This is an optimization exercise on Yosys and OpenROAD, whose aim is small area, not a production implementation. Only simulation tests tie the RTL to the original design; equivalence was not proved. No activity file was given, so power comes from the tool's default toggle rates.

## median_mc_stream
module median_mc_stream #(
    parameter int DW         = 8,
    parameter int NUM_CH     = 4,
    parameter int FIFO_DEPTH = 16,
    parameter int PROG_FULL  = 12
) (
    input  logic                          i_clk,
    input  logic                          i_rst,
    input  logic                          s_valid,
    output logic                          s_ready,
    input  logic [NUM_CH*median_pkg::WIN_PIX*DW-1:0]  s_data,
    output logic                          m_valid,
    input  logic                          m_ready,
    output logic [DW-1:0]                 m_data,
    output logic [((NUM_CH > 1) ? $clog2(NUM_CH) : 1)-1:0] m_chan,
    output logic                          m_last,
    output logic                          o_prog_full,
    output logic [$clog2(FIFO_DEPTH):0]   o_fifo_count
);
Settings: LEC_CHECK=0, CAP_MARGIN=20, CORE_MARGIN=2, CORE_UTILIZATION=40, CTS_BUF_LIST=sky130_fd_sc_hd__clkbuf_2 sky130_fd_sc_hd__clkbuf_4 sky130_fd_sc_hd__clkbuf_8, GPL_TIMING_DRIVEN=0, SETUP_SLACK_MARGIN=0.1, SLEW_MARGIN=20; clock period 4.5 ns.
standard.sh (not shown) runs the stock make flow with config.mk's settings and CLKGATE_MAP_FILE= SYNTH_SCRIPT=/design/flow/synth_recipe.tcl, a recipe that flattens the netlist after the stock synthesis.
==> flow/flow/run.sh <==
#!/bin/bash
# Own layout flow: the standard ORFS flow, except that ABC maps the logic with
# flow/abc.script (area recovery under a 2.3 ns delay target) instead of ORFS's script. Everything else, including the
# registers and their names, is the standard synthesis and layout; ports are buffered with
# buf_1 rather than the delay buffer buffer_ports picks by default.
set -euo pipefail
W=$(pwd)
export FLOW_ABC_SCRIPT="$W/flow/abc.script"
{
  echo 'proc abc {args} {'
  echo '  set i [lsearch -exact $args -script]'
  echo '  if { $i >= 0 } { set args [lreplace $args [expr {$i + 1}] [expr {$i + 1}] $::env(FLOW_ABC_SCRIPT)] }'
  echo '  yosys abc {*}$args'
  echo '}'
  cat "$W/synth_recipe.tcl"
} > "$W/flow_synth.tcl"
bash "$W/standard.sh" SYNTH_SCRIPT="$W/flow_synth.tcl" BUFFER_PORTS_ARGS="-buffer_cell sky130_fd_sc_hd__buf_1" finish > "$W/flow_make.log" 2>&1
==> flow/flow/abc.script <==
strash
dch
map -D 2300
topo
Edit:
--- a/flow/flow/run.sh
+++ b/flow/flow/run.sh
@@ -5 +5 @@
-# buf_1 rather than the delay buffer buffer_ports picks by default.
+# buf_2 rather than the delay buffer buffer_ports picks by default.
@@ -17 +17 @@
-bash "$W/standard.sh" SYNTH_SCRIPT="$W/flow_synth.tcl" BUFFER_PORTS_ARGS="-buffer_cell sky130_fd_sc_hd__buf_1" finish > "$W/flow_make.log" 2>&1
+bash "$W/standard.sh" SYNTH_SCRIPT="$W/flow_synth.tcl" BUFFER_PORTS_ARGS="-buffer_cell sky130_fd_sc_hd__buf_2" finish > "$W/flow_make.log" 2>&1
CTS_BUF_LIST = unset   (was sky130_fd_sc_hd__clkbuf_2 sky130_fd_sc_hd__clkbuf_4 sky130_fd_sc_hd__clkbuf_8)
Total power rises by a few percent.
Count of clock-buffer cells in the layout falls by 26.
Fmax stays flat.
Synthesized cell count stays the same.
Critical path depth falls by 3.

* * *

the baseline:
median_mc_stream, a different RTL version from the one above (not shown whole).
Size: ~3,200 cells after synthesis, ~310 I/O pins, roughly 24,000 um2 of cells after synthesis.
export LEC_CHECK = 0
export CAP_MARGIN = 20
export CORE_MARGIN = 2
export CORE_UTILIZATION = 40
export CTS_BUF_LIST = sky130_fd_sc_hd__clkbuf_2 sky130_fd_sc_hd__clkbuf_4 sky130_fd_sc_hd__clkbuf_8
export GPL_TIMING_DRIVEN = 0
export SETUP_SLACK_MARGIN = 0.1
export SLEW_MARGIN = 20
create_clock -name core_clock -period 4.5 [get_ports {i_clk}]
==> flow/flow/run.sh <==
#!/bin/bash
# Own layout flow: the standard ORFS flow, except that ABC maps the logic with
# flow/abc.script (area recovery under a 2.3 ns delay target) instead of ORFS's script. Everything else, including the
# registers and their names, is the standard synthesis and layout, except that Yosys's
# extract_fa is skipped so ABC maps the comparators' XORs freely; ports are buffered with
# buf_2 rather than the delay buffer buffer_ports picks by default.
set -euo pipefail
W=$(pwd)
export FLOW_ABC_SCRIPT="$W/flow/abc.script"
{
  echo 'proc extract_fa {args} {}'
  echo 'proc abc {args} {'
  echo '  set i [lsearch -exact $args -script]'
  echo '  if { $i >= 0 } { set args [lreplace $args [expr {$i + 1}] [expr {$i + 1}] $::env(FLOW_ABC_SCRIPT)] }'
  echo '  yosys abc {*}$args'
  echo '}'
  cat "$W/synth_recipe.tcl"
} > "$W/flow_synth.tcl"
bash "$W/standard.sh" SYNTH_SCRIPT="$W/flow_synth.tcl" BUFFER_PORTS_ARGS="-buffer_cell sky130_fd_sc_hd__buf_2" finish > "$W/flow_make.log" 2>&1
Scripts as last shown in full above: flow/flow/abc.script
Input changes introduced in the candidate (baseline for comparison: the baseline):
- CTS_BUF_LIST: sky130_fd_sc_hd__clkbuf_2 sky130_fd_sc_hd__clkbuf_4 sky130_fd_sc_hd__clkbuf_8 -> unset
diff --git a/flow/flow/run.sh b/flow/flow/run.sh
--- a/flow/flow/run.sh
+++ b/flow/flow/run.sh
@@ -3 +3 @@
-# flow/abc.script (area recovery under a 2.3 ns delay target) instead of ORFS's script. Everything else, including the
+# flow/abc.script (area-only mapping, twice, from choice networks) instead of ORFS's script. Everything else, including the
==> flow/flow/abc.script <==
strash
dc2
dch -f
map -a
strash
dch -f
map -a
topo
## What came out
Delta(maximum fanout count along the critical path, the candidate - the baseline) > 0. The lower clock latency at the later pin of the worst-skew pair of the baseline and the candidate is in the candidate. Diff the baseline -> the candidate | setup slack | decrease of 47 ps. Between the baseline and the candidate, the portion of total power attributed to the clock network is lower for the baseline.

## static timing again, ports no longer ideal
No port has a modelled driver above. Below, the same layouts with a new extraction and two added sets of constraints.
Step 1 sets driving cells, clkbuf_16 on the clock port and buf_2 on the other inputs (assumed; they add their load-dependent delay and slew).
Step 2 times the ports against the registers' clock, not the clock port: input delays grow and output delays shrink by t, the midpoint of the rising clock arrivals with the driver on.
a / b / c = ideal / step 1 / step 2; a / b = the first two.
| run | shift t [ns] | slack for setup (ns) | worst setup path at the end | latest minus earliest clock arrival (ns) | worst slew at a driven data input, ns |
|---|---|---|---|---|---|
| the first run of note 1 | 0.564 | 0.214 / 0.186 / -0.329 | input to register | 0.019 / 0.018 | 0.10 |
| the second run of note 1 | 0.550 | 0.220 / 0.212 / -0.310 | input to register | 0.014 / 0.014 | 0.09 |
| the baseline | 0.559 | 0.188 / 0.210 / -0.349 | input to register | 0.023 / 0.022 | 0.08 |
| the candidate | 0.546 | 0.141 / 0.168 / -0.378 | input to register | 0.014 / 0.014 | 0.09 |
Met with ideal ports but missed after step 2: setup timing in every run listed. For the first run of note 1, which loses most, drivers alone change the setup slack by -0.028 ns; drivers and shift together by -0.543 ns.
